Context: an optimization exercise on an open-source flow, tuned for small area, a short achievable clock period and few clock cycles. The choices shown serve that exercise and are no tape-out recipe.
The RTL was checked by simulation tests, not by an equivalence proof against the original design.
Power and IR drop assume default switching activity.

## flow/run.sh

```bash
#!/bin/bash
# The standard layout (standard.sh), with plain sky130_fd_sc_hd__buf_4 cells as
# the input and output port buffers instead of the delay-cell buffers that
# buffer_ports picks by default. Every port still gets its own buffer.
set -euo pipefail
bash standard.sh "BUFFER_PORTS_ARGS=-buffer_cell sky130_fd_sc_hd__buf_4" finish > make_finish.log 2>&1
```

## standard.sh

```bash
#!/bin/bash
# synth_recipe.tcl (not shown) runs the flow's synth.tcl, then flattens the netlist and writes it again
# the make line also repeats each setting of config.mk as NAME=value (left out here)
make -C /OpenROAD-flow-scripts/flow DESIGN_CONFIG=/design/flow/config.mk WORK_HOME=/design/flow/orfs CLKGATE_MAP_FILE= SYNTH_SCRIPT=/design/flow/synth_recipe.tcl "${@:-finish}"
```

## config.mk

```make
export PLATFORM = sky130hd
export DESIGN_NAME = encoder_hold_step_keyer
export DESIGN_NICKNAME = encoder_hold_step_keyer
export VERILOG_FILES = /design/flow/design.v
export SDC_FILE = /design/flow/constraint.sdc
export NUM_CORES = 4
export LEC_CHECK = 0
export ABC_CLOCK_PERIOD_IN_PS = 3000
export CAP_MARGIN = 20
export CORE_MARGIN = 2
export CORE_UTILIZATION = 70
export CTS_BUF_LIST = sky130_fd_sc_hd__clkbuf_8
export PLACE_DENSITY = 0.75
export SETUP_SLACK_MARGIN = 3.2
export SLEW_MARGIN = 20
export TNS_END_PERCENT = 5
```

## constraint.sdc

```tcl
create_clock -name core_clock -period 6.0 [get_ports {clk_i}]
set_input_delay 1.2000 -clock core_clock [delete_from_list [all_inputs] [get_ports {clk_i}]]
set_output_delay 1.2000 -clock core_clock [all_outputs]
set_load 0.01 [all_outputs]
```

## design.v

```verilog
`timescale 1ns / 1ps
package ehsk_pkg;
  localparam logic [1:0] REQ_DATA    = 2'd0;
  localparam logic [1:0] REQ_PROCESS = 2'd1;
  localparam logic [1:0] REQ_KEY     = 2'd2;
  localparam logic [1:0] REQ_TICK    = 2'd3;
  localparam logic [1:0] ACT_PRESS   = 2'd0;
  localparam logic [1:0] ACT_RELEASE = 2'd1;
  localparam logic [1:0] ACT_TAP     = 2'd2;
  localparam logic [2:0] CFG_TIMEOUT  = 3'd0;
  localparam logic [2:0] CFG_GROUP    = 3'd1;
  localparam logic [2:0] CFG_STICKY   = 3'd2;
  localparam logic [2:0] CFG_TOPREQ   = 3'd3;
  localparam logic [2:0] CFG_QREL     = 3'd4;
  localparam logic [2:0] CFG_ACOUNT   = 3'd5;
  localparam logic [2:0] CFG_AKEY0    = 3'd6;
  localparam logic [2:0] CFG_AKEY1    = 3'd7;
  localparam logic [15:0] DEFAULT_TIMEOUT = 16'd180;
  localparam int unsigned CFG_DW = 32;
  typedef struct packed {
    logic [1:0]         req_type;
    logic               sensor_sel;
    logic [2:0]         layer;
    logic [2:0]         top_layer;
    logic signed [15:0] delta_whole;
    logic signed [15:0] delta_fraction;
    logic               trigger_mode;
    logic [15:0]        key_page;
    logic [15:0]        key_id;
    logic               key_pressed;
  } req_t;
  typedef struct packed {
    logic       out_sensor;
    logic [2:0] out_layer;
    logic [1:0] action;
    logic       direction;
    logic       last;
  } res_t;
  typedef struct packed {
    logic load;       
    logic data_wr;    
    logic proc_rd;    
    logic mod_start;  
    logic mod_step;   
    logic proc_wr;    
    logic scan_rd;    
    logic scan_wr;    
    logic scan_inc;   
    logic emit;       
  } cmd_t;
  typedef struct packed {
    logic in_range;
    logic mod_done;
    logic scan_end;
    logic key_hit;
    logic has_result;  
  } sts_t;
endpackage
`timescale 1ns / 1ps
`timescale 1ns / 1ps
`timescale 1ns / 1ps
module encoder_hold_step_keyer #(
  parameter int unsigned SENSORS       = 2,
  parameter int unsigned LAYERS        = 8,
  parameter int unsigned ALLOW_ENTRIES = 2
) (
  input  logic                        clk_i,
  input  logic                        rst_ni,
  input  logic                        start,
  output logic                        busy,
  input  logic [74:0]                 req_i,
  output logic                        res_valid_o,
  output logic [7:0]                  res_o,
  input  logic                        cfg_we_i,
  input  logic [2:0]                  cfg_idx_i,
  input  logic [31:0]                 cfg_data_i
);
  localparam int N = 16;
  localparam logic [1:0] A_PRESS = 2'd0, A_REL = 2'd1, A_TAP = 2'd2;
  logic [15:0] tv_q;      
  logic        g_nz, g_is1, tv_one;   
  logic [15:0] grp_q;
  logic        sticky_q, topreq_q, qrel_q;
  logic [1:0]  acount_q;
  logic [31:0] akey0_q, akey1_q;
  logic        grp_we;
  assign grp_we = cfg_we_i && (cfg_idx_i == 3'd1);
  always_ff @(posedge clk_i or negedge rst_ni) begin
    if (!rst_ni) begin
      tv_q     <= 16'd180;
      tv_one   <= 1'b0;
      grp_q    <= 16'd5;
      g_nz     <= 1'b1;
      g_is1    <= 1'b0;
      sticky_q <= 1'b0;
      topreq_q <= 1'b1;
      qrel_q   <= 1'b0;
      acount_q <= 2'd0;
      akey0_q  <= '0;
      akey1_q  <= '0;
    end else if (cfg_we_i) begin
      case (cfg_idx_i)
        3'd0: begin
          tv_q   <= (cfg_data_i[15:0] != 16'd0) ? cfg_data_i[15:0] : 16'd180;
          tv_one <= (cfg_data_i[15:0] == 16'd1);
        end
        3'd1: begin
          grp_q  <= cfg_data_i[15:0];
          g_nz   <= (cfg_data_i[15:0] != 16'd0);
          g_is1  <= (cfg_data_i[15:0] == 16'd1);
        end
        3'd2: sticky_q <= cfg_data_i[0];
        3'd3: topreq_q <= cfg_data_i[0];
        3'd4: qrel_q   <= cfg_data_i[0];
        3'd5: acount_q <= cfg_data_i[1:0];
        3'd6: akey0_q  <= cfg_data_i;
        default: akey1_q <= cfg_data_i;
      endcase
    end
  end
  logic         busy_q, valid_q, stall_q;
  logic [7:0]   res_q;
  logic [3:0]   e_q;                   
  logic         q_rel, q_prs, q_dir;   
  logic [N-1:0] m_q;                   
  logic [2:0]   sc_q;                  
  logic [1:0]   pend_q [N];
  logic [N-1:0] held_q, hdir_q, x_q, tn_q, dirty_q, inc_q, z_q;
  logic [15:0]  sp_q [N];              
  logic [N-1:0] oh_q;                  
  logic [15:0]  dl_q [N];              
  logic [15:0]  u_q;                   
  logic [15:0]  w_q;                   
  assign busy        = busy_q;
  assign res_valid_o = valid_q;
  assign res_o       = res_q;
  logic        tk;
  assign tk = start && !busy_q;
  logic [1:0]  i_ty;
  logic [3:0]  i_e;
  logic        i_gate, i_trig, i_kh;
  logic [1:0]  i_pn;
  logic [15:0] i_d;
  logic [31:0] i_key;
  logic        i_mod, i_alw;
  assign i_ty   = req_i[74:73];
  assign i_e    = req_i[72:69];
  assign i_gate = !topreq_q || (req_i[71:69] == req_i[68:66]);
  assign i_trig = req_i[33];
  assign i_d    = (req_i[65:50] != 16'd0) ? req_i[65:50] : req_i[49:34];
  assign i_pn   = (i_d == 16'd0) ? 2'd0 : (i_d[15] ? 2'd2 : 2'd1);
  assign i_key  = req_i[32:1];
  assign i_mod  = (req_i[32:17] == 16'd7) && (req_i[16:1] >= 16'hE0) && (req_i[16:1] <= 16'hE7);
  assign i_alw  = (acount_q >= 2'd1 && akey0_q == i_key) || (acount_q >= 2'd2 && akey1_q == i_key);
  assign i_kh   = req_i[0] && !i_mod && qrel_q && !i_alw;
  logic t_data, t_proc, t_pgt, t_ng, t_key, t_tick;
  assign t_data = tk && (i_ty == 2'd0);
  assign t_proc = tk && (i_ty == 2'd1);
  assign t_pgt  = t_proc && i_gate && i_trig;
  assign t_ng   = t_proc && !i_gate;
  assign t_key  = tk && (i_ty == 2'd2) && i_kh;
  assign t_tick = tk && (i_ty == 2'd3);
  logic [N-1:0] i_sel;
  always_comb for (int i = 0; i < N; i++) i_sel[i] = (i_e == 4'(i));
  logic [N-1:0] c_pn, c_st, c_prs, c_rp, c_tap, c_re, c_xn;
  logic [N-1:0] pg, trg, st, clr;
  logic [15:0]  t_dl;
  assign t_dl  = w_q + tv_q;
  always_comb begin
    for (int i = 0; i < N; i++) begin
      c_pn[i]  = (pend_q[i] != 2'd0);
      c_st[i]  = g_nz && c_pn[i] && dirty_q[i];
      c_prs[i] = c_pn[i] && !held_q[i];
      c_rp[i]  = c_pn[i] && held_q[i] && !sticky_q && (hdir_q[i] != pend_q[i][1]);
      c_tap[i] = c_pn[i] && g_nz && tn_q[i];
      c_re[i]  = stall_q && (e_q == 4'(i)) && !dirty_q[i];
      c_xn[i]  = held_q[i] && !x_q[i] && (dl_q[i] == u_q);
      pg[i]  = (t_pgt && i_sel[i]) || c_re[i];
      st[i]  = t_pgt && i_sel[i] && c_st[i];
      trg[i] = pg[i] && c_pn[i] && !c_st[i];
      clr[i] = (t_data && i_sel[i] && !i_gate) || (t_ng && i_sel[i]) || (trg[i] && !g_nz)
               || t_key || (t_tick && x_q[i]);
    end
  end
  function automatic logic [4:0] low1(input logic [N-1:0] m);
    logic [3:0] ix;
    logic [N-1:0] rest;
    ix = '0;
    for (int i = N - 1; i >= 0; i--) if (m[i]) ix = 4'(i);
    rest = m & (m - 1'b1);
    low1 = {ix, (rest == '0)};
  endfunction
  logic [4:0] tk_l, ky_l, mq_l;
  assign tk_l = low1(x_q);
  assign ky_l = low1(held_q);
  assign mq_l = low1(m_q);
  logic tk_dir, ky_dir, mq_dir;
  assign tk_dir = hdir_q[tk_l[4:1]];
  assign ky_dir = hdir_q[ky_l[4:1]];
  assign mq_dir = hdir_q[mq_l[4:1]];
  logic [8:0] pb [N];
  logic [1:0] nb [N];   
  always_comb begin
    for (int i = 0; i < N; i++) begin
      logic d, tap, prs, rp;
      d = pend_q[i][1]; tap = c_tap[i]; prs = c_prs[i]; rp = c_rp[i];
      pb[i][8] = c_st[i];
      pb[i][7] = tap || prs || rp;
      if (tap)      pb[i][6:3] = {A_TAP, d, !(prs || rp)};
      else if (prs) pb[i][6:3] = {A_PRESS, d, 1'b1};
      else          pb[i][6:3] = {A_REL, !d, 1'b0};
      pb[i][2] = tap && rp;
      pb[i][1] = (tap && (prs || rp)) || (!tap && rp);
      pb[i][0] = d;
      nb[i] = {held_q[i], hdir_q[i]};
    end
  end
  logic [8:0] s_pb;
  logic [1:0] s_nb;
  logic s_prs, s_rp;
  assign s_pb  = pb[i_e];
  assign s_nb  = nb[i_e];
  assign s_prs = c_prs[i_e];
  assign s_rp  = c_rp[i_e];
  logic re_go, re_tap;
  assign re_go  = stall_q && !dirty_q[e_q];
  assign re_tap = tn_q[e_q];
  logic        dv_it;
  logic [N-1:0] dv_oh;    
  logic [15:0] dv_rem, dv_quo;
  logic [4:0]  dv_left;   
  logic [15:0] rd_sp, rd_s;
  logic        rd_inc, rd_one, rd_z;
  assign rd_z   = |(z_q & oh_q);
  assign rd_sp  = sp_q[0];
  assign rd_inc = |(inc_q & oh_q);
  logic [15:0] rd_sp1;
  logic        rd_is0, rd_is1;
  assign rd_sp1 = rd_sp + 16'd1;
  assign rd_is0 = (rd_sp == 16'd0);
  assign rd_is1 = (rd_sp == 16'd1);
  always_comb begin
    case ({rd_z, rd_inc})
      2'b00:   begin rd_s = rd_sp;  rd_one = rd_is1; end
      2'b01:   begin rd_s = rd_sp1; rd_one = rd_is0; end
      2'b10:   begin rd_s = 16'd1;  rd_one = 1'b1;   end
      default: begin rd_s = 16'd2;  rd_one = 1'b0;   end
    endcase
  end
  logic [16:0] dv_sh, dv_sub;
  logic [15:0] dv_nrem;
  logic        dv_skip;
  assign dv_sh   = {dv_rem, dv_quo[15]};
  assign dv_sub  = dv_sh - {1'b0, grp_q};
  assign dv_nrem = dv_sub[16] ? dv_sh[15:0] : dv_sub[15:0];
  logic dv_r0;    
  assign dv_r0 = (dv_sh == 17'd0) || (dv_sh == {1'b0, grp_q});
  assign dv_skip = (dv_rem == 16'd0) && (dv_quo[15:12] == 4'd0) && (dv_left > 5'd4);
  logic dv_done;
  assign dv_done = dv_it && !dv_skip && (dv_left == 5'd1);
  logic rd_ok;
  assign rd_ok = !dv_it && |(dirty_q & oh_q);
  logic grp_we_q, dv_kill;
  assign dv_kill = |(z_q & dv_oh) || grp_we_q;
  always_ff @(posedge clk_i or negedge rst_ni) begin
    if (!rst_ni) begin
      busy_q  <= 1'b0;
      valid_q <= 1'b0;
      stall_q <= 1'b0;
      q_rel   <= 1'b0;
      q_prs   <= 1'b0;
      m_q     <= '0;
      u_q     <= 16'd1;
      w_q     <= 16'hFFFF;
      held_q  <= '0;
      x_q     <= '0;
      tn_q    <= '0;
      dirty_q <= '0;
      inc_q   <= '0;
      z_q     <= '1;
      for (int i = 0; i < N; i++) pend_q[i] <= '0;
      dv_it   <= 1'b0;
      grp_we_q <= 1'b0;
      oh_q    <= 16'd1;
      dv_oh   <= '0;
      dv_left <= '0;
    end else begin
      if (tk) begin
        busy_q  <= 1'b0;
        valid_q <= 1'b0;
        stall_q <= 1'b0;
        q_rel   <= 1'b0;
        q_prs   <= 1'b0;
        m_q     <= '0;
        case (i_ty)
          2'd1: begin
            if (i_gate && i_trig) begin
              stall_q <= s_pb[8];
              busy_q  <= s_pb[8] || s_pb[7];
              valid_q <= !s_pb[8] && s_pb[7];
              q_rel   <= !s_pb[8] && s_pb[2];
              q_prs   <= !s_pb[8] && s_pb[1];
            end else if (!i_gate) begin
              busy_q  <= s_nb[1];
              valid_q <= s_nb[1];
            end
          end
          2'd2: if (i_kh) begin
            busy_q  <= (held_q != '0);
            valid_q <= (held_q != '0);
            m_q     <= held_q & (held_q - 1'b1);
          end
          2'd3: begin
            busy_q  <= (x_q != '0);
            valid_q <= (x_q != '0);
            m_q     <= x_q & (x_q - 1'b1);
          end
          default: ;
        endcase
      end else if (stall_q) begin
        if (re_go) begin
          stall_q <= 1'b0;
          busy_q  <= re_tap || sc_q[2] || sc_q[1];
          valid_q <= re_tap || sc_q[2] || sc_q[1];
          q_rel   <= re_tap && sc_q[1];
          q_prs   <= (re_tap && (sc_q[2] || sc_q[1])) || (!re_tap && sc_q[1]);
        end
      end else if (busy_q) begin
        if (q_rel) q_rel <= 1'b0;
        else if (q_prs) q_prs <= 1'b0;
        else m_q <= m_q & (m_q - 1'b1);
        busy_q  <= q_rel || q_prs || (m_q != '0);
        valid_q <= q_rel || q_prs || (m_q != '0);
      end
      if (t_tick) begin
        u_q <= u_q + 16'd1;
        w_q <= w_q + 16'd1;
      end
      for (int i = 0; i < N; i++) begin
        if (t_data && i_sel[i]) pend_q[i] <= i_gate ? i_pn : 2'd0;
        if ((t_proc && i_sel[i] && !st[i]) || c_re[i] || t_key) pend_q[i] <= 2'd0;
        if (trg[i]) begin
          held_q[i] <= 1'b1;
          x_q[i]    <= tv_one;
        end
        if ((t_ng && i_sel[i]) || t_key) begin
          held_q[i] <= 1'b0;
          x_q[i]    <= 1'b0;
        end
        if (t_tick) begin
          held_q[i] <= held_q[i] && !x_q[i];
          x_q[i]    <= c_xn[i];
        end
        if (oh_q[i] && inc_q[i]) begin
          z_q[i]   <= 1'b0;
          inc_q[i] <= 1'b0;
        end
        if (rd_ok && oh_q[i] && rd_one) begin
          tn_q[i]    <= g_is1;
          dirty_q[i] <= 1'b0;
        end
        if (dv_done && !dv_kill && dv_oh[i]) begin
          tn_q[i]    <= dv_r0;
          dirty_q[i] <= 1'b0;
        end
        if (trg[i] && g_nz) begin
          inc_q[i]   <= 1'b1;
          dirty_q[i] <= 1'b1;
        end
        if (clr[i]) begin
          z_q[i]     <= 1'b1;
          inc_q[i]   <= 1'b0;
          dirty_q[i] <= 1'b0;
          tn_q[i]    <= g_is1;
        end
        if (grp_we) dirty_q[i] <= 1'b1;
      end
      oh_q <= {oh_q[N-2:0], oh_q[N-1]};
      grp_we_q <= grp_we;
      if (dv_it) begin
        dv_left <= dv_left - (dv_skip ? 5'd4 : 5'd1);
        if (dv_done || dv_kill) dv_it <= 1'b0;
      end else if (rd_ok) begin
        dv_it   <= !rd_one;
        dv_oh   <= oh_q;
        dv_left <= 5'd16;
      end
    end
  end
  always_ff @(posedge clk_i) begin
    if (tk) begin
      e_q   <= i_e;
      q_dir <= s_pb[0];
      sc_q  <= {s_prs, s_rp, s_pb[0]};
      case (i_ty)
        2'd1: if (!i_gate) res_q <= {i_e, A_REL, s_nb[0], 1'b1};
              else         res_q <= {i_e, s_pb[6:3]};
        2'd2:              res_q <= {ky_l[4:1], A_REL, ky_dir, ky_l[0]};
        default:           res_q <= {tk_l[4:1], A_REL, tk_dir, tk_l[0]};
      endcase
    end else if (stall_q) begin
      if (re_tap)         res_q <= {e_q, A_TAP, sc_q[0], !(sc_q[2] || sc_q[1])};
      else if (sc_q[2])   res_q <= {e_q, A_PRESS, sc_q[0], 1'b1};
      else                res_q <= {e_q, A_REL, !sc_q[0], 1'b0};
    end else if (busy_q) begin
      if (q_rel)          res_q <= {e_q, A_REL, !q_dir, 1'b0};
      else if (q_prs)     res_q <= {e_q, A_PRESS, q_dir, 1'b1};
      else                res_q <= {mq_l[4:1], A_REL, mq_dir, mq_l[0]};
    end
    for (int i = 0; i < N; i++) begin
      if (trg[i] && (c_prs[i] || c_rp[i])) hdir_q[i] <= pend_q[i][1];
      if (trg[i]) dl_q[i] <= t_dl;
    end
    for (int i = 0; i < N - 1; i++) sp_q[i] <= sp_q[i + 1];
    sp_q[N - 1] <= rd_s;
    if (rd_ok) begin
      dv_rem <= '0;
      dv_quo <= rd_s;
    end else if (dv_it) begin
      if (dv_skip) dv_quo <= {dv_quo[11:0], 4'd0};
      else begin
        dv_rem <= dv_nrem;
        dv_quo <= {dv_quo[14:0], 1'b0};
      end
    end
  end
endmodule
```

==> summary.txt, run 1 <==
- Total GRT Usage: 0.767
- Ys Warns: 6
- # clock sinks: 898
- CTS Buf Count: 138
- Placed Cells: 4505
- Mapped Avg Cell Area: 11.0 sq um
- Pin count of the biggest net entering global routing: 155
- Worst EP post-GRT repair: dl_q[7][14]$_DFFE_PP_/D
- Seq/Total Area, Yosys: 0.552
- Tool error: [ERROR GRT-0232] Routing congestion too high. Check the congestion heatmap in the GUI.
- Top-level I/O count: 124
- CTS root buffer: clkbuf_8
- DIE HEIGHT: 246 um
- Status: aborted with a tool error
- Buffers on Ports: 123
- Initial Util: 0.710
- Gr ovfl total: 355
- Dpl hpwl: 102000 um
- Mapped cell area: 0.0411 sq mm
- CTS Buffer Depth: 3
- H-tree depth: 4
- Hold buffer count at cts: 0
- Failed at: global routing (5_1_grt)
- Flops & latches, synth: 898
- GPL Wtd Cong: 1.08
- Prevailing post-synth register cell: edfxtp_1
- Distinct cells, synth: 104
- Post-synth EDFFs: 303
- Std-Cell Rows: 88
- Worst EP Category: sequential cell input
- Syn_nets: 3907
- Cells after synthesis: 3748
- Share of flip-flops with an asynchronous set or reset: 0.360
- Width of the die: 246 um
==> metrics by stage <==
step                power, mW  cell area, sq um  setup slack, ns   util
CTS                      16.4             46300             2.74  0.800
detailed placement       11.1             43000             1.21  0.743
global placement         10.9             43000             1.33  0.743
floorplan                9.54             41400             2.89      -
==> routing by layer <==
metal,GRT usage,overflow
met5,0.319,6
met1,0.796,13
met4,0.714,147
met2,0.924,172
met3,0.611,17
==> cells by family after synthesis <==
logic type	Yosys count	synth area share
AND/OR/NAND/NOR	1084	0.134
flip-flops	898	0.552
adder cells (fa/ha/maj)	53	0.0160
XOR/XNOR	402	0.0859
multiplexers	174	0.0494
buffers and inverters	302	0.0285
AO/OA/AOI/OAI	835	0.134
==> power by group through the flow <==
stage | Sequential [mW] | Combinational [mW] | Clock, mW
after floorplan | 7.43 | 2.12 | 0
after global placement | 7.86 | 3.01 | 0
after detailed placement | 7.89 | 3.19 | 0
after CTS | 7.78 | 3.41 | 5.23
==> synth_stat cells, drive strengths merged, types with 80 or more instances <==
| library cell | n | share of area |
|---|---|---|
| xor2 | 122 | 0.026 |
| nand2 | 302 | 0.028 |
| o21ai | 203 | 0.025 |
| clkbuf | 160 | 0.015 |
| xnor2 | 280 | 0.060 |
| nor2 | 182 | 0.017 |
| dfrtp | 281 | 0.17 |
| edfxtp | 303 | 0.22 |
| dfxtp | 272 | 0.13 |
| nand4 | 80 | 0.012 |
| nand3 | 141 | 0.017 |
| mux2 | 109 | 0.030 |
| inv | 96 | 0.0088 |
| a21oi | 200 | 0.024 |
==> what timing repair did <==
item	4_1_cts
pin swaps	10
setup buffers	25
gates resized for setup	58
setup endpoints to repair	581
cloned	1
==> how the worst max path moves through the flow <==
stage	cells after the start	to	slack (ns)
after floorplan	9	res_q[1]	2.89
after global placement	11	x_q[2]	1.33
after detailed placement	11	dirty_q[3]	1.21
after CTS	10	res_q[1]	2.74
Testbench counts, summed over its fixed seeds: cycles 13,660.
==> inputs of run 2 (changes only) <==
==> config.mk (replaced) <==
export PLATFORM = sky130hd
export DESIGN_NAME = encoder_hold_step_keyer
export DESIGN_NICKNAME = encoder_hold_step_keyer
export VERILOG_FILES = /design/flow/design.v
export SDC_FILE = /design/flow/constraint.sdc
export NUM_CORES = 4
export LEC_CHECK = 0
export CAP_MARGIN = 20
export CORE_MARGIN = 2
export CORE_UTILIZATION = 45
export CTS_BUF_LIST = sky130_fd_sc_hd__clkbuf_8
export SETUP_SLACK_MARGIN = 3.4
export SLEW_MARGIN = 20
export TNS_END_PERCENT = 10
==> summary.txt, run 2 <==
- Mapped cell area: 0.0411 sq mm
- Hold_sp: sp_q[5][0]
- Distinct cells, synth: 104
- Gr ovfl total: 0
- Vias in the first global route: 32100
- Worst Reg-to-Reg Cells: 13
- GPL Wtd Cong: 1.10
- CTS Buf Count: 149
- Min cycle time layout: 3.07 ns
- Pin count of the biggest net entering global routing: 140
- Critical path type: in2reg
- Fin crit share: 0.512
- Placed Instance Area: 0.0437 sq mm
- Share of flip-flops with an asynchronous set or reset: 0.360
- Dpl hpwl: 97700 um
- Crit-path slowest cell: o21ai_4
- Leak: 19.5 nW
- Post-layout instance area: 0.0505 sq mm
- PnR worst setup slack: 2.93 ns
- Crit path cell chain: buf_4 -> inv_1 -> ha_1 -> and2_1 -> buf_4 -> o21ai_4 -> o21ai_2 -> a211oi_2 -> buf_4 -> nand3_2 -> mux2i_1 -> mux2_4
- Top-level I/O count: 124
- DRT Wirelength: 148000 um
- Setup-failing EPs final: 0
- Top Registers: dl_q: 256 flops, sp_q: 256 flops
- Initial Util: 0.455
- Max stage delay on crit path: 0.45 ns
- Reg2Reg Launch Point: w_q[0]
- Fin. max-slew vios: 0
- Most common cell in the synthesized netlist: edfxtp_1
- Power per cell area: 344 mW/mm^2
- Buffers on Ports: 123
- Multi-input gate area: 0.0189 sq mm
- DIE HEIGHT: 306 um
- Std-Cell Rows: 110
- Starting DRC count in detailed routing: 4278
- Hold path endpoint: sp_q[4][0]
- Top cell type's share of synthesized area: 0.221
- Fin Hold WS: 0.304 ns
- Reg2reg setup slack: 3.00 ns
- Setup TNS: 0 ns
- First-pass GRT wire length: 215000 um
- Worst-skew pair later-pin latency: 0.85 ns
- Worst EP required: 6.74 ns
- Seq/Total Area, Yosys: 0.552
- Syn_nets: 3907
- Total power: 17.3 mW
- F_max: 325 MHz
- Yosys top cell by area: edfxtp_1
- Area of the die: 0.0938 sq mm
- Total GRT Usage: 0.309
- Core Box Area: 0.0903 sq mm
- Reg2reg end: dl_q[15][14]
- TritonCTS clock tree: done
- Top cell by count, worst path: buf_4
- Post-layout util: 0.559
- Max_cap viols: 0
- Flops & latches, synth: 898
- H-tree depth: 4
- First-pass DRT Iterations: 6
- Worst relative slew slack: 0.159
- CTS clk-pin slew, worst paths: 0.06 ns
- Cells after synthesis: 3748
- Fillers: 7778
- CTS root buffer: clkbuf_8
- Final number of hold-violating endpoints: 0
- Mapped Avg Cell Area: 11.0 sq um
- Placed Cells: 4926
- Startpoint Class: input pin
- DR WL/cell: 27.5 um
- Prevailing post-synth register cell: edfxtp_1
- Width of the die: 306 um
- Tightest Pin Transition: 1.26 ns
- Worst hold stages: 0
- Ys Warns: 6
- Layout cells sized above 1: 0.260
- Commonest non-fill, non-tap cell in the layout: buf_4
- Peak supply drop: 0.284 mV
- Tightest Hold Check Type: reg2reg
- Residual DRC: 0
- Initial antenna violation count: 3
- RSZ-0062 raised after global routing: yes
- CP endpoint kind: flip-flop
- Ranking of synthesized cells by area: edfxtp_1 22%, dfrtp_1 17%, dfxtp_1 13%
- Final non-filler cell total: 5395
- Status: complete, no violations
- NumNets Final: 4249
- Worst slack, placed: 1.72 ns
- Setup Skew: 0.0363 ns
- Final ANT Viol Nets: 0
- CTS Buffer Depth: 3
- Crit Path Max Fanout: 23
- Vias: 33200
- Commonest cells in the netlist: 303 x edfxtp_1, 301 x nand2_1, 281 x dfrtp_1, 280 x xnor2_1, 272 x dfxtp_1
- Vias per inst: 6.15
- Area growth from synthesis to layout: 22.8%
- Post-synth EDFFs: 303
- Worst path arrival time: 3.81 ns
- # clock sinks: 898
- Most frequent cells in the layout: 311 x buf_4, 303 x edfxtp_1, 275 x xnor2_1, 272 x dfxtp_1, 258 x nand2_1
- Register area: 0.0227 sq mm
==> run 2: how the worst max path moves through the flow <==
stage / startpoint / end / slack, ns / depth (start not counted)
2_1_floorplan: req_i[73] / res_q[1] / 2.89 / 9
3_3_place_gp: req_i[16] / tn_q[6] / 1.20 / 10
3_5_place_dp: req_i[74] / dirty_q[9] / 1.72 / 13
4_1_cts: dv_rem[4] / dv_left[4] / 2.90 / 9
5_1_grt: w_q[0] / dl_q[15][14] / 2.87 / 13
6_report: req_i[74] / tn_q[6] / 2.93 / 12
==> run 2: final cells by class <==
class / count / area share
multi-input combinational: 2549 / 0.374
clock inverter: 92 / 0.0124
sequential: 898 / 0.451
timing repair buffer: 393 / 0.0750
clock buffer: 183 / 0.0499
antenna: 5 / 0.000248
inverter: 99 / 0.00900
tap: 1176 / 0.0292
==> run 2: worst max-delay path, delay by kind of cell <==
| family | cells | cell delay [ns] |
|---|---|---|
| compound gates | 3 | 0.96 |
| buf+inv | 4 | 0.60 |
| simple gates | 2 | 0.29 |
| mux | 2 | 0.42 |
| fa+ha+maj | 1 | 0.32 |
==> run 2: kinds of logic (layout without fill, tap and decap cells) <==
group / count (synthesis) / after routing / synth area share
AO/OA/AOI/OAI: 835 / 835 / 0.134
XOR/XNOR: 402 / 402 / 0.0859
adder cells (fa/ha/maj): 53 / 53 / 0.0160
buffers and inverters: 302 / 767 / 0.0285
flip-flops: 898 / 898 / 0.552
multiplexers: 174 / 174 / 0.0494
other: 0 / 5 / 0
AND/OR/NAND/NOR: 1084 / 1085 / 0.134
==> run 2: routing by layer <==
layer / up-vias / share of wire / GRT usage
met2: 1867 / 0.44 / 0.471
met4: 0 / 0.058 / 0.161
li1: 14400 / - / -
met5: - / 0 / 0
met3: 509 / 0.10 / 0.0708
met1: 16400 / 0.40 / 0.414
==> run 2: power breakdown <==
group	internal, mW	total (mW)	switching, mW	leakage, nW
logic	1.57	3.91	2.34	8.80
registers	7.06	7.83	0.774	8.88
clock network	3.01	5.59	2.58	1.82
total	11.6	17.3	5.69	19.5
==> run 2: what timing repair did <==
action | CTS | global route
endpoints found under the setup margin | 592 | 642
hold buffers | 0 | 0
pin swaps | 61 | 42
gates cloned | 10 | 7
setup buffers | 120 | 52
endpoints found under the hold margin | 0 | 0
resized for setup | 261 | 173
==> inputs of run 3 (changes only) <==
==> config.mk (replaced) <==
export PLATFORM = sky130hd
export DESIGN_NAME = encoder_hold_step_keyer
export DESIGN_NICKNAME = encoder_hold_step_keyer
export VERILOG_FILES = /design/flow/design.v
export SDC_FILE = /design/flow/constraint.sdc
export NUM_CORES = 4
export LEC_CHECK = 0
export CAP_MARGIN = 10
export CORE_MARGIN = 2
export CORE_UTILIZATION = 40
export CTS_BUF_LIST = sky130_fd_sc_hd__clkbuf_8
export SETUP_SLACK_MARGIN = 3.2
export SLEW_MARGIN = 10
export TNS_END_PERCENT = 5
==> summary.txt, run 3 <==
- Status: complete, no violations
- CP endpoint kind: flip-flop
- Vias: 32300
- Min cycle time layout: 3.26 ns
- Final non-filler cell total: 5496
- H-tree depth: 4
- CTS Buffer Depth: 3
- Startpoint Class: flip-flop
- Peak supply drop: 0.289 mV
- Total GRT Usage: 0.267
- RSZ-0062 raised after global routing: yes
- Commonest non-fill, non-tap cell in the layout: edfxtp_1
- Initial Util: 0.403
- Initial antenna violation count: 5
- Vias per inst: 5.87
- TritonCTS clock tree: done
- First-pass DRT Iterations: 9
- Tightest Hold Check Type: reg2reg
- Area growth from synthesis to layout: 18.7%
- Leak: 18.6 nW
- Worst-skew pair later-pin latency: 0.85 ns
- NumNets Final: 4159
- Post-synth EDFFs: 303
- Width of the die: 325 um
- Fin crit share: 0.543
- Top-level I/O count: 124
- Dpl hpwl: 98900 um
- Syn_nets: 3907
- DIE HEIGHT: 325 um
- Mapped cell area: 0.0411 sq mm
- GPL Wtd Cong: 1.05
- Crit path cell chain: ha_4 -> inv_2 -> fa_2 -> nor2b_2 -> o21ai_2 -> a21boi_2 -> o21ai_2 -> a211oi_2 -> nor3_2 -> o41ai_2 -> a21oi_2 -> xnor2_4 -> clkbuf_16
- Final ANT Viol Nets: 0
- Share of flip-flops with an asynchronous set or reset: 0.360
- Crit-path slowest cell: dfstp_2
- Worst relative slew slack: 0.283
- Pin count of the biggest net entering global routing: 141
- CTS Buf Count: 152
- F_max: 307 MHz
- Flops & latches, synth: 898
- Hold buffer count at cts: 0
- Setup TNS: 0 ns
- Power per cell area: 352 mW/mm^2
- Worst path arrival time: 3.93 ns
- Critical path type: reg2reg
- Distinct cells, synth: 104
- Residual DRC: 0
- Layout cells sized above 1: 0.218
- Ranking of synthesized cells by area: edfxtp_1 22%, dfrtp_1 17%, dfxtp_1 13%
- CTS root buffer: clkbuf_8
- DRT Wirelength: 144000 um
- Max stage delay on crit path: 0.56 ns
- Prevailing post-synth register cell: edfxtp_1
- Std-Cell Rows: 117
- Yosys top cell by area: edfxtp_1
- Buffers on Ports: 123
- First-pass GRT wire length: 211000 um
- Seq/Total Area, Yosys: 0.552
- Fin. max-slew vios: 0
- Starting DRC count in detailed routing: 3322
- Cells after synthesis: 3748
- Top cell by count, worst path: o21ai_2
- Worst EP required: 6.67 ns
- # clock sinks: 898
- Crit Path Max Fanout: 8
- Max_cap viols: 0
- Ys Warns: 6
- Core Box Area: 0.102 sq mm
- Placed Cells: 5126
- Most frequent cells in the layout: 303 x edfxtp_1, 279 x nand2_1, 276 x xnor2_1, 272 x dfxtp_1, 257 x buf_4
- Area of the die: 0.105 sq mm
- Top Registers: dl_q: 256 flops, sp_q: 256 flops
- Commonest cells in the netlist: 303 x edfxtp_1, 301 x nand2_1, 281 x dfrtp_1, 280 x xnor2_1, 272 x dfxtp_1
- Tightest Pin Transition: 1.07 ns
- Gr ovfl total: 0
- Post-layout util: 0.479
- Setup Skew: 0.0572 ns
- Vias in the first global route: 31700
- Final number of hold-violating endpoints: 0
- DR WL/cell: 26.1 um
- Mapped Avg Cell Area: 11.0 sq um
- Most common cell in the synthesized netlist: edfxtp_1
- CTS clk-pin slew, worst paths: 0.06 ns
- Top cell type's share of synthesized area: 0.221
- Setup-failing EPs final: 0
-- run 3: cell counts after synthesis --
Identical to the previous run, type by type.
-- run 3: through the flow --
stage / setup slack [ns] / area [sq um] / hold slack (ns) / total power, mW
after floorplan: 2.89 / 41400 / 0.310 / 9.54
after global placement: 1.02 / 43900 / 0.311 / 11.1
after detailed placement: 0.869 / 43900 / 0.312 / 11.1
after CTS: 2.82 / 48000 / 0.320 / 16.9
after global routing: 2.66 / 48800 / 0.323 / 17.8
final: 2.74 / 48800 / 0.306 / 17.2
-- run 3: report_power, final --
part           leakage [nW]  internal, mW  switching [mW]
combinational          7.94          1.44            2.16
sequential             8.89          7.06           0.849
clock                  1.80          3.03            2.63
total                  18.6          11.5            5.64
-- run 3: cell families (layout without fill, tap and decap cells) --
group           after synthesis  after routing  synth area share
buf+inv                     302            679            0.0285
flops                       898            898             0.552
mux                         174            174            0.0494
simple gates               1084           1085             0.134
xor+xnor                    402            402            0.0859
compound gates              835            835             0.134
fa+ha+maj                    53             53            0.0160
other cells                   0              2                 0
-- run 3: final timing paths --
path,slack (ns),to,from,depth (start not counted)
worst min register to register,0.31,sp_q[7][1],sp_q[8][1],0
max in group asynchronous,4.25,tv_q[14],rst_ni,2
worst min-delay path,0.31,sp_q[7][1],sp_q[8][1],0
min in group asynchronous,0.42,m_q[6],rst_ni,1
worst max register to register,2.74,dl_q[13][14],w_q[0],13
worst max-delay path,2.74,dl_q[13][14],w_q[0],13
-- run 3: layout make-up --
type                            count  area (sq um)
Antenna cell                        2          5.00
Clock buffer                      182          2500
Clock inverter                     98           674
Fill cell                        9484         53100
Inverter                           99           443
Multi-Input combinational cell   2549         18100
Sequential cell                   898         22700
Tap cell                         1368          1710
Timing Repair Buffer              300          2590
-- run 3: timing repair --
item	CTS	global route
buffers inserted	45	38
resized for setup	99	126
cloned	2	3
pin swaps	22	26
endpoints found under the setup margin	502	319
hold endpoints to repair	0	0
-- run 3: metal layers --
metal  GRT usage  part of all wire  vias to the layer above
met4       0.126             0.049                        6
met2       0.410              0.44                     1579
met1       0.354              0.41                    16000
met3      0.0653             0.091                      420
met5           0           0.00025                        -
li1            -                 -                    14300
-- run 3: worst max-delay path: cells and delay by family (launching register included) --
family / cells / cell delay (ns)
AOI/OAI and AO/OA: 6 / 1.19
DFF: 1 / 0.56
xor gates and xnor gates: 1 / 0.33
buffers and inverters: 2 / 0.29
and+or+nand+nor: 2 / 0.24
adders and majority gates: 2 / 0.50
==> inputs of run 4 (changes only) <==
--- a/config.mk
+++ b/config.mk
@@ -9,6 +9,6 @@
 export CORE_MARGIN = 2
 export CORE_UTILIZATION = 40
 export CTS_BUF_LIST = sky130_fd_sc_hd__clkbuf_8
-export SETUP_SLACK_MARGIN = 3.2
+export SETUP_SLACK_MARGIN = 3.0
 export SLEW_MARGIN = 10
 export TNS_END_PERCENT = 5
==> summary.txt, run 4 <==
- Pin count of the biggest net entering global routing: 127
- Core Box Area: 0.102 sq mm
- Area growth from synthesis to layout: 16.1%
- Placed Instance Area: 0.0439 sq mm
- Mapped cell area: 0.0411 sq mm
- CTS Buffer Depth: 3
- TritonCTS clock tree: done
- Int Pwr: 11.2 mW
- CTS root buffer: clkbuf_8
- Clock network fraction of design power: 0.326
- Fin crit share: 0.529
- Max_cap viols: 0
- F_max: 315 MHz
- Residual DRC: 0
- Worst EP required: 6.74 ns
- First-pass DRT Iterations: 6
- NetSw: 5.57 mW
- CTS clk-pin slew, worst paths: 0.07 ns
- Status: complete, no violations
- Peak supply drop: 0.273 mV
- Vias per inst: 5.90
- Post-layout util: 0.468
- Area of the die: 0.105 sq mm
- Worst relative slew slack: 0.270
- Std-Cell Rows: 117
- Tightest Hold Check Type: reg2reg
- Commonest cells in the netlist: 303 x edfxtp_1, 301 x nand2_1, 281 x dfrtp_1, 280 x xnor2_1, 272 x dfxtp_1
- Fin. max-slew vios: 0
- Power per cell area: 351 mW/mm^2
- Initial antenna violation count: 6
- Post-layout instance area: 0.0477 sq mm
- Critical path type: reg2reg
- DIE HEIGHT: 325 um
- CP endpoint kind: flip-flop
- Share of flip-flops with an asynchronous set or reset: 0.360
- Crit Path Max Fanout: 11
- Worst path arrival time: 3.92 ns
- Tightest Pin Transition: 1.09 ns
- Starting DRC count in detailed routing: 3741
- Fin Hold WS: 0.296 ns
- Total GRT Usage: 0.270
- Setup-failing EPs final: 0
- Dpl hpwl: 99000 um
- Final ANT Viol Nets: 0
- Combinational fraction of design power: 0.206
- Syn_nets: 3907
- Flops & latches, synth: 898
- Hold buffer count at cts: 0
- Final number of hold-violating endpoints: 0
- Cells after synthesis: 3748
- Width of the die: 325 um
- Layout cells sized above 1: 0.193
- Fillers: 9497
- GPL Wtd Cong: 1.04
- Switch share: 0.332
- Mapped Avg Cell Area: 11.0 sq um
- Most frequent cells in the layout: 303 x edfxtp_1, 280 x nand2_1, 273 x xnor2_1, 272 x dfxtp_1, 271 x dfrtp_1
- # clock sinks: 898
- RSZ-0062 raised after global routing: yes
- Prevailing post-synth register cell: edfxtp_1
- DR WL/cell: 26.6 um
- Seq/Total Area, Yosys: 0.552
- NumNets Final: 4093
- Ranking of synthesized cells by area: edfxtp_1 22%, dfrtp_1 17%, dfxtp_1 13%
- Ys Warns: 6
- Worst slack, placed: 1.00 ns
- Top Registers: dl_q: 256 flops, sp_q: 256 flops
- Post-synth EDFFs: 303
- First-pass GRT wire length: 212000 um
- Commonest non-fill, non-tap cell in the layout: edfxtp_1
- Vias in the first global route: 31300
- PnR worst setup slack: 2.83 ns
- Vias: 32000
- Setup Skew: 0.0672 ns
- Worst-skew pair later-pin latency: 0.87 ns
- H-tree depth: 4
- Sequential share of power: 0.468
- Leak: 18.3 nW
- CTS Buf Count: 149
- Initial Util: 0.403
- DRT Wirelength: 144000 um
- Min cycle time layout: 3.17 ns
- Yosys top cell by area: edfxtp_1
- Top cell type's share of synthesized area: 0.221
- Setup TNS: 0 ns
- Top-level I/O count: 124
- Startpoint Class: flip-flop
- Distinct cells, synth: 104
- Buffers on Ports: 123
- Most common cell in the synthesized netlist: edfxtp_1
- Gr ovfl total: 0
[run 4: layout make-up]
| type | instances | area (sq um) | share of cell area |
|---|---|---|---|
| Timing Repair Buffer | 237 | 1970 | 0.0412 |
| Inverter | 99 | 434 | 0.00910 |
| Clock inverter | 98 | 631 | 0.0132 |
| Antenna cell | 3 | 7.51 | 0.000157 |
| Clock buffer | 175 | 2410 | 0.0505 |
| Tap cell | 1368 | 1710 | 0.0359 |
| Sequential cell | 898 | 22700 | 0.476 |
| Multi-Input combinational cell | 2549 | 17900 | 0.374 |
[run 4: power by group through the flow]
| stage | logic, mW | clock network, mW | registers [mW] |
|---|---|---|---|
| after floorplan | 2.12 | 0 | 7.43 |
| final | 3.46 | 5.47 | 7.84 |
| after global placement | 3.22 | 0 | 7.91 |
| after global routing | 3.71 | 5.87 | 7.85 |
| after CTS | 3.35 | 5.59 | 7.79 |
| after detailed placement | 3.24 | 0 | 7.91 |
[run 4: critical path, stage by stage (launching register included)]
cell	delay, ns
dfrtp_1	0.55
a22oi_1	0.34
nand4_1	0.14
nor3_1	0.39
buf_4	0.26
o41a_1	0.29
nor2_4	0.09
buf_12	0.15
buf_4	0.16
a221oi_2	0.34
mux2_2	0.37
[run 4: through the flow]
step                cells  total power [mW]
floorplan            3748              9.54
global placement     5119              11.1
detailed placement   5119              11.1
CTS                  5417              16.7
global route         5425              17.4
finish               5427              16.8
[run 4: logic make-up after synthesis]
logic type	after synthesis	synth area share
buffers and inverters	302	0.0285
DFF	898	0.552
muxes	174	0.0494
AOI/OAI and AO/OA	835	0.134
adders and majority gates	53	0.0160
and+or+nand+nor	1084	0.134
xor gates and xnor gates	402	0.0859
[run 4: what timing repair did]
| item | CTS | global route |
|---|---|---|
| resized for setup | 37 | 69 |
| buffers inserted | 23 | 7 |
| setup endpoints to repair | 470 | 295 |
| cloned | 2 | 0 |
| pin swaps | 7 | 7 |
[run 4: final timing paths]
path,from,end,slack (ns),cells past startpoint
max in group asynchronous,rst_ni,tv_q[15],4.22,2
min,sp_q[6][7],sp_q[5][7],0.30,0
min in group asynchronous,rst_ni,u_q[7],0.44,1
max reg2reg,oh_q[8],tn_q[6],2.83,10
min reg2reg,sp_q[6][7],sp_q[5][7],0.30,0
max,oh_q[8],tn_q[6],2.83,10
[run 4: routing by layer]
metal	vias up	share of wire	global-route usage	routed length [um]
li1	14100	-	-	-
met1	15900	0.42	0.368	60600
met2	1656	0.44	0.408	63500
met3	381	0.094	0.0654	13600
met4	0	0.046	0.123	6660
met5	-	0	0	0
==> inputs of run 5 (changes only) <==
==> config.mk (replaced) <==
export PLATFORM = sky130hd
export DESIGN_NAME = encoder_hold_step_keyer
export DESIGN_NICKNAME = encoder_hold_step_keyer
export VERILOG_FILES = /design/flow/design.v
export SDC_FILE = /design/flow/constraint.sdc
export NUM_CORES = 4
export LEC_CHECK = 0
export CAP_MARGIN = 20
export CORE_MARGIN = 2
export CORE_UTILIZATION = 40
export CTS_BUF_LIST = sky130_fd_sc_hd__clkbuf_8
export SETUP_SLACK_MARGIN = 3.2
export SLEW_MARGIN = 20
export TNS_END_PERCENT = 30
==> summary.txt, run 5 <==
- Critical path type: reg2reg
- Starting DRC count in detailed routing: 3492
- Worst hold stages: 0
- Min cycle time layout: 3.15 ns
- Pin count of the biggest net entering global routing: 128
- CTS root buffer: clkbuf_8
- NetSw: 5.62 mW
- Setup TNS: 0 ns
- Hold path endpoint: sp_q[14][12]
- Worst slack, placed: 1.36 ns
- Std-Cell Rows: 117
- Area growth from synthesis to layout: 21.2%
- First-pass DRT Iterations: 6
- Switch share: 0.331
- Mapped cell area: 0.0411 sq mm
- Worst Reg-to-Reg Cells: 13
- CTS Buffer Depth: 3
- Area of the die: 0.105 sq mm
- DR WL/cell: 26.7 um
- Max_cap viols: 0
- Most frequent cells in the layout: 303 x edfxtp_1, 295 x buf_4, 277 x xnor2_1, 272 x dfxtp_1, 260 x nand2_1
- Status: complete, no violations
- CP endpoint kind: flip-flop
- DRT Wirelength: 148000 um
- RSZ-0062 raised after global routing: yes
- Reg2reg setup slack: 2.85 ns
- Total GRT Usage: 0.271
- Fin Hold WS: 0.308 ns
- Core Box Area: 0.102 sq mm
- Mux cell area share after synthesis: 0.0494
- PnR worst setup slack: 2.85 ns
- Top-level I/O count: 124
- Reg2reg end: dl_q[13][14]
- Clock network fraction of design power: 0.319
- Yosys top cell by area: edfxtp_1
- Reg2Reg Launch Point: w_q[0]
- Most common cell in the synthesized netlist: edfxtp_1
- NumNets Final: 4204
- Int Pwr: 11.4 mW
- Total power: 17.0 mW
- Distinct cells, synth: 104
- Power per cell area: 341 mW/mm^2
- Final number of hold-violating endpoints: 0
- Sequential share of power: 0.461
- Layout cells sized above 1: 0.247
- Vias per inst: 5.97
- Initial Util: 0.403
- Worst-skew pair later-pin latency: 0.84 ns
- Crit Path Max Fanout: 16
- Worst EP required: 6.52 ns
- Ranking of synthesized cells by area: edfxtp_1 22%, dfrtp_1 17%, dfxtp_1 13%
- Residual DRC: 0
- Peak supply drop: 0.266 mV
- Commonest non-fill, non-tap cell in the layout: edfxtp_1
- Flops & latches, synth: 898
- Ys Warns: 6
- TritonCTS clock tree: done
- Top Registers: dl_q: 256 flops, sp_q: 256 flops
- Adder-cell share of the synthesized area: 0.0160
- Combinational fraction of design power: 0.220
- Syn_nets: 3907
- Worst relative slew slack: 0.230
- XOR/XNOR Fraction of Synth Area: 0.0859
- H-tree depth: 4
- Initial antenna violation count: 6
- Fin crit share: 0.525
- Prevailing post-synth register cell: edfxtp_1
- Hold_sp: sp_q[15][12]
- GPL Wtd Cong: 1.06
- Gr ovfl total: 0
- Buffers on Ports: 123
- Final non-filler cell total: 5529
- Setup Skew: 0.0598 ns
- Setup-failing EPs final: 0
- Placed Instance Area: 0.0440 sq mm
- Seq/Total Area, Yosys: 0.552
- Top cell type's share of synthesized area: 0.221
- Synth Area in Compound Gates: 0.134
- Fin. max-slew vios: 0
- Vias in the first global route: 31500
- Post-synth EDFFs: 303
- Placed Cells: 5120
- First-pass GRT wire length: 212000 um
- Width of the die: 325 um
- CTS Buf Count: 148
- Startpoint Class: flip-flop
- # clock sinks: 898
- Cells after synthesis: 3748
- Main combinational cell family by area after synthesis: simple AND/OR/NAND/NOR gates
- Commonest cells in the netlist: 303 x edfxtp_1, 301 x nand2_1, 281 x dfrtp_1, 280 x xnor2_1, 272 x dfxtp_1
- DIE HEIGHT: 325 um
- Share of flip-flops with an asynchronous set or reset: 0.360
- Vias: 33000
- F_max: 318 MHz
- Worst path arrival time: 3.67 ns
- Leak: 19.1 nW
- CTS clk-pin slew, worst paths: 0.06 ns
- Mapped Avg Cell Area: 11.0 sq um
- Final ANT Viol Nets: 0
- Fraction of the mapped netlist area in simple logic gates: 0.134
- Tightest Hold Check Type: reg2reg
- Tightest Pin Transition: 1.15 ns
- Post-layout util: 0.489
- Dpl hpwl: 99500 um
- Post-layout instance area: 0.0498 sq mm
[run 5: cell counts after synthesis]
Identical to the previous run, type by type.
[run 5: final cells by class]
| class | instances | area (sq um) |
|---|---|---|
| Fill cell | 9233 | 52100 |
| Tap cell | 1368 | 1710 |
| Antenna cell | 2 | 5.00 |
| Timing Repair Buffer | 349 | 3220 |
| Multi-Input combinational cell | 2549 | 18700 |
| Clock inverter | 94 | 651 |
| Inverter | 99 | 464 |
| Clock buffer | 170 | 2340 |
| Sequential cell | 898 | 22700 |
[run 5: power groups by stage]
stage	clock, mW	sequential (mW)	combinational, mW
floorplan	0	7.43	2.14
global placement	0	7.91	3.21
detailed placement	0	7.91	3.24
CTS	5.53	7.78	3.45
global route	5.79	7.84	3.98
finish	5.42	7.82	3.74
[run 5: worst max-delay path, cell delays in order, from the launching register on]
cell and delay, ns:
dfstp_2 0.56, ha_4 0.13, inv_2 0.03, fa_2 0.33
nor2b_1 0.14, o21ai_1 0.11, a21boi_2 0.20, o21ai_2 0.09
a211oi_2 0.31, nor3_2 0.09, o41ai_2 0.40, a21oi_2 0.12
xnor2_2 0.17, buf_12 0.17
[run 5: worst max-delay path by stage]
stage,cells past startpoint,slack (ns),from,end
2_1_floorplan,9,2.89,req_i[71],hdir_q[5]
3_3_place_gp,7,1.29,req_i[70],held_q[13]
3_5_place_dp,7,1.36,req_i[70],held_q[13]
4_1_cts,13,2.91,w_q[0],dl_q[13][14]
5_1_grt,13,2.79,w_q[0],dl_q[13][14]
6_report,13,2.85,w_q[0],dl_q[13][14]
[run 5: layer usage]
metal / GRT usage / wire length, um / vias to the layer above
li1: - / - / 14400
met1: 0.359 / 60400 / 16200
met2: 0.407 / 63900 / 1895
met3: 0.0638 / 14500 / 523
met4: 0.151 / 9080 / 2
met5: 0 / 10 / -
[run 5: kinds of logic (layout without fill, tap and decap cells)]
family	after synthesis	count (layout)
fa+ha+maj	53	53
xor+xnor	402	402
compound gates	835	835
buf+inv	302	712
simple gates	1084	1085
mux	174	174
flops	898	898
other cells	0	2
[run 5: repair_timing]
| action | CTS | global route |
|---|---|---|
| resized for setup | 187 | 168 |
| pin swaps | 30 | 42 |
| endpoints found under the setup margin | 498 | 305 |
| setup buffers | 68 | 65 |
| hold buffers | 0 | 0 |
| cloned | 3 | 7 |
==> inputs of run 6 (changes only) <==
--- a/config.mk
+++ b/config.mk
@@ -8,7 +8,7 @@
 export CAP_MARGIN = 20
 export CORE_MARGIN = 2
 export CORE_UTILIZATION = 40
-export CTS_BUF_LIST = sky130_fd_sc_hd__clkbuf_8
+export CTS_BUF_LIST = sky130_fd_sc_hd__clkbuf_4 sky130_fd_sc_hd__clkbuf_8
 export SETUP_SLACK_MARGIN = 3.2
 export SLEW_MARGIN = 20
-export TNS_END_PERCENT = 30
+export TNS_END_PERCENT = 5
==> summary.txt, run 6 <==
- Reg2reg end: tn_q[6]
- Vias per inst: 5.85
- Fin crit share: 0.532
- Crit-path slowest cell: dfrtp_1
- Vias: 32100
- Initial antenna violation count: 8
- Gr ovfl total: 0
- Setup TNS: 0 ns
- TritonCTS clock tree: done
- Critical path type: reg2reg
- Highest metal used: met5
- Delay-heaviest family, CP: compound AO/OA/AOI/OAI gates
- Residual DRC: 0
- DR WL met2: 64600 um
- Commonest non-fill, non-tap cell in the layout: edfxtp_1
- First-pass GRT wire length: 212000 um
- GPL Wtd Cong: 1.05
- Crit. path cell count: 10
- H-tree depth: 4
- Beginning of the critical path: busy_q
- Ys Warns: 6
- Most common cell in the synthesized netlist: edfxtp_1
- Reg2reg setup slack: 2.81 ns
- Top cell type's share of synthesized area: 0.221
- Worst EP required: 6.73 ns
- Std-Cell Rows: 117
- CTS Buffer Depth: 3
- Flops & latches, synth: 898
- Worst Reg-to-Reg Cells: 10
- Main combinational cell family by area after synthesis: simple AND/OR/NAND/NOR gates
- CTS root buffer: clkbuf_8
- Crit Path Max Fanout: 23
- Mapped Avg Cell Area: 11.0 sq um
- CP endpoint kind: flip-flop
- Fin. max-slew vios: 0
- Wire length on met3: 12800 um
- Max_cap viols: 0
- Commonest cells in the netlist: 303 x edfxtp_1, 301 x nand2_1, 281 x dfrtp_1, 280 x xnor2_1, 272 x dfxtp_1
- RSZ-0062 raised after global routing: yes
- # clock sinks: 898
- Crit path cell chain: nand2b_1 -> inv_6 -> and2_1 -> buf_4 -> o21ai_4 -> o21ai_2 -> a211oi_4 -> inv_1 -> a221oi_2 -> mux2_2
- Buffers on Ports: 123
- Total GRT Usage: 0.268
- NumNets Final: 4150
- Starting DRC count in detailed routing: 3311
- Post-synth EDFFs: 303
- Worst relative slew slack: 0.339
- Met1 Wirelength: 60400 um
- Cells after synthesis: 3748
- Most frequent cells in the layout: 303 x edfxtp_1, 280 x nand2_1, 276 x xnor2_1, 272 x dfxtp_1, 264 x buf_4
- Final number of hold-violating endpoints: 0
- Placed Cells: 5127
- Pin count of the biggest net entering global routing: 141
- Top Registers: dl_q: 256 flops, sp_q: 256 flops
- Top-level I/O count: 124
- Fillers: 9493
- Distinct cells, synth: 104
- Area of the die: 0.105 sq mm
- Leak: 18.5 nW
- Min cycle time layout: 3.19 ns
- Area growth from synthesis to layout: 18.6%
- Max stage delay on crit path: 0.50 ns
- DRT Wirelength: 144000 um
- XOR/XNOR Fraction of Synth Area: 0.0859
- Critical Path End: tn_q[6]
- Setup-failing EPs final: 0
- Yosys top cell by area: edfxtp_1
- Peak supply drop: 0.276 mV
- Final ANT Viol Nets: 0
- Power per cell area: 357 mW/mm^2
- Reg2Reg Launch Point: busy_q
- Worst-skew pair later-pin latency: 0.85 ns
- Worst path arrival time: 3.92 ns
- Mapped cell area: 0.0411 sq mm
- Width of the die: 325 um
- Final non-filler cell total: 5485
- Setup Skew: 0.0602 ns
- Core Box Area: 0.102 sq mm
- Dpl hpwl: 99000 um
- First-pass DRT Iterations: 6
- Tightest Hold Check Type: reg2reg
- Startpoint Class: flip-flop
- CTS Buf Count: 150
- DIE HEIGHT: 325 um
- Hold buffer count at cts: 0
- Status: complete, no violations
- Share of flip-flops with an asynchronous set or reset: 0.360
- Initial Util: 0.403
- Adder-cell share of the synthesized area: 0.0160
- CTS clk-pin slew, worst paths: 0.07 ns
- Seq/Total Area, Yosys: 0.552
- Prevailing post-synth register cell: edfxtp_1
- Crit path buf inv count: 3
- Ranking of synthesized cells by area: edfxtp_1 22%, dfrtp_1 17%, dfxtp_1 13%
- Vias in the first global route: 31600
- Syn_nets: 3907
- Mux cell area share after synthesis: 0.0494
- Tightest Pin Transition: 0.990 ns
- Layout cells sized above 1: 0.226
- DR WL/cell: 26.3 um
- Synth Area in Compound Gates: 0.134
- Fraction of the mapped netlist area in simple logic gates: 0.134
- F_max: 313 MHz
==> run 6: cell counts after synthesis <==
No cell type changed its count.
==> run 6: layer usage <==
metal | vias to the layer above | global-route usage
met5 | - | 0
met4 | 6 | 0.122
met3 | 403 | 0.0603
met2 | 1584 | 0.414
met1 | 15900 | 0.360
li1 | 14200 | -
==> run 6: stage by stage <==
| step | total power [mW] | area [sq um] | utilization | setup slack, ns | hold slack, ns |
|---|---|---|---|---|---|
| 2_1_floorplan | 9.54 | 41400 | - | 2.89 | 0.310 |
| 3_3_place_gp | 11.1 | 43900 | 0.431 | 1.02 | 0.311 |
| 3_5_place_dp | 11.1 | 43900 | 0.431 | 1.40 | 0.312 |
| 4_1_cts | 17.3 | 48100 | 0.472 | 2.77 | 0.315 |
| 5_1_grt | 18.1 | 48700 | 0.478 | 2.81 | 0.308 |
| 6_report | 17.4 | 48700 | 0.478 | 2.81 | 0.308 |
==> run 6: repair_timing <==
| item | 4_1_cts | 5_1_grt |
|---|---|---|
| gates resized for setup | 88 | 92 |
| setup endpoints to repair | 501 | 420 |
| gates cloned | 2 | 3 |
| pin swaps | 13 | 18 |
| setup buffers | 49 | 26 |
==> run 6: how the worst min path moves through the flow <==
stage | from | endpoint | slack, ns | cells past startpoint
floorplan | sp_q[1][0] | sp_q[0][0] | 0.31 | 0
global placement | sp_q[15][12] | sp_q[14][12] | 0.31 | 0
detailed placement | sp_q[10][10] | sp_q[9][10] | 0.31 | 0
finish | sp_q[13][3] | sp_q[12][3] | 0.31 | 0
CTS | sp_q[9][0] | sp_q[8][0] | 0.32 | 0
global route | sp_q[9][0] | sp_q[8][0] | 0.31 | 0
==> run 6: final cells by class <==
type,count,area [sq um],share of cell area
Clock inverter,49,533,0.0109
Sequential cell,898,22700,0.466
Clock buffer,227,2820,0.0579
Inverter,99,439,0.00901
Multi-Input combinational cell,2549,18000,0.369
Timing Repair Buffer,293,2490,0.0511
Antenna cell,2,5.00,0.000103
Tap cell,1368,1710,0.0351
==> run 6: cells by family after synthesis <==
family,count (synthesis)
and+or+nand+nor,1084
muxes,174
xor gates and xnor gates,402
AOI/OAI and AO/OA,835
DFF,898
adders and majority gates,53
buffers and inverters,302
==> run 6: report_power, final <==
part,switching [mW],internal (mW),leakage [nW]
combinational,2.17,1.40,7.86
clock,2.60,3.33,1.78
sequential,0.842,7.06,8.89

-- static timing again, ports no longer ideal --
The flow's constraints put no driver on any port. The routed layouts listed below were extracted and timed again, unchanged, in two steps. Step 1: set_driving_cell puts a clkbuf_16 on clk_i and a buf_2 on each other input, an assumption about the parent block. Step 2, shift: input delay + t, output delay - t, t = (earliest + latest rising clock arrival at the registers) / 2. This alone moves slack from input paths to output paths. Three values: no drivers, after step 1, after step 2; two values: the first two.
| run | t (ns) | slack for setup (ns) | worst hold slack (ns) | slew at the worst register clock pin (ns) | worst slew at a driven data input, ns |
|---|---|---|---|---|---|
| run 2 | 0.897 | 2.925 / 2.948 / 2.051 | 0.304 / 0.304 / 0.304 | 0.07 / 0.07 | 0.20 |
| run 3 | 0.886 | 2.741 / 2.741 / 1.908 | 0.306 / 0.306 / 0.306 | 0.07 / 0.07 | 0.07 |
| run 4 | 0.895 | 2.828 / 2.828 / 1.980 | 0.296 / 0.296 / 0.296 | 0.08 / 0.08 | 0.08 |
| run 5 | 0.873 | 2.851 / 2.851 / 2.119 | 0.308 / 0.308 / 0.308 | 0.08 / 0.08 | 0.19 |
| run 6 | 0.892 | 2.809 / 2.809 / 1.960 | 0.308 / 0.308 / 0.308 | 0.07 / 0.07 | 0.06 |
After both steps setup and hold are still met in every run listed. For run 2, which loses most, drivers alone change the setup slack by +0.023 ns; drivers and shift together by -0.874 ns.
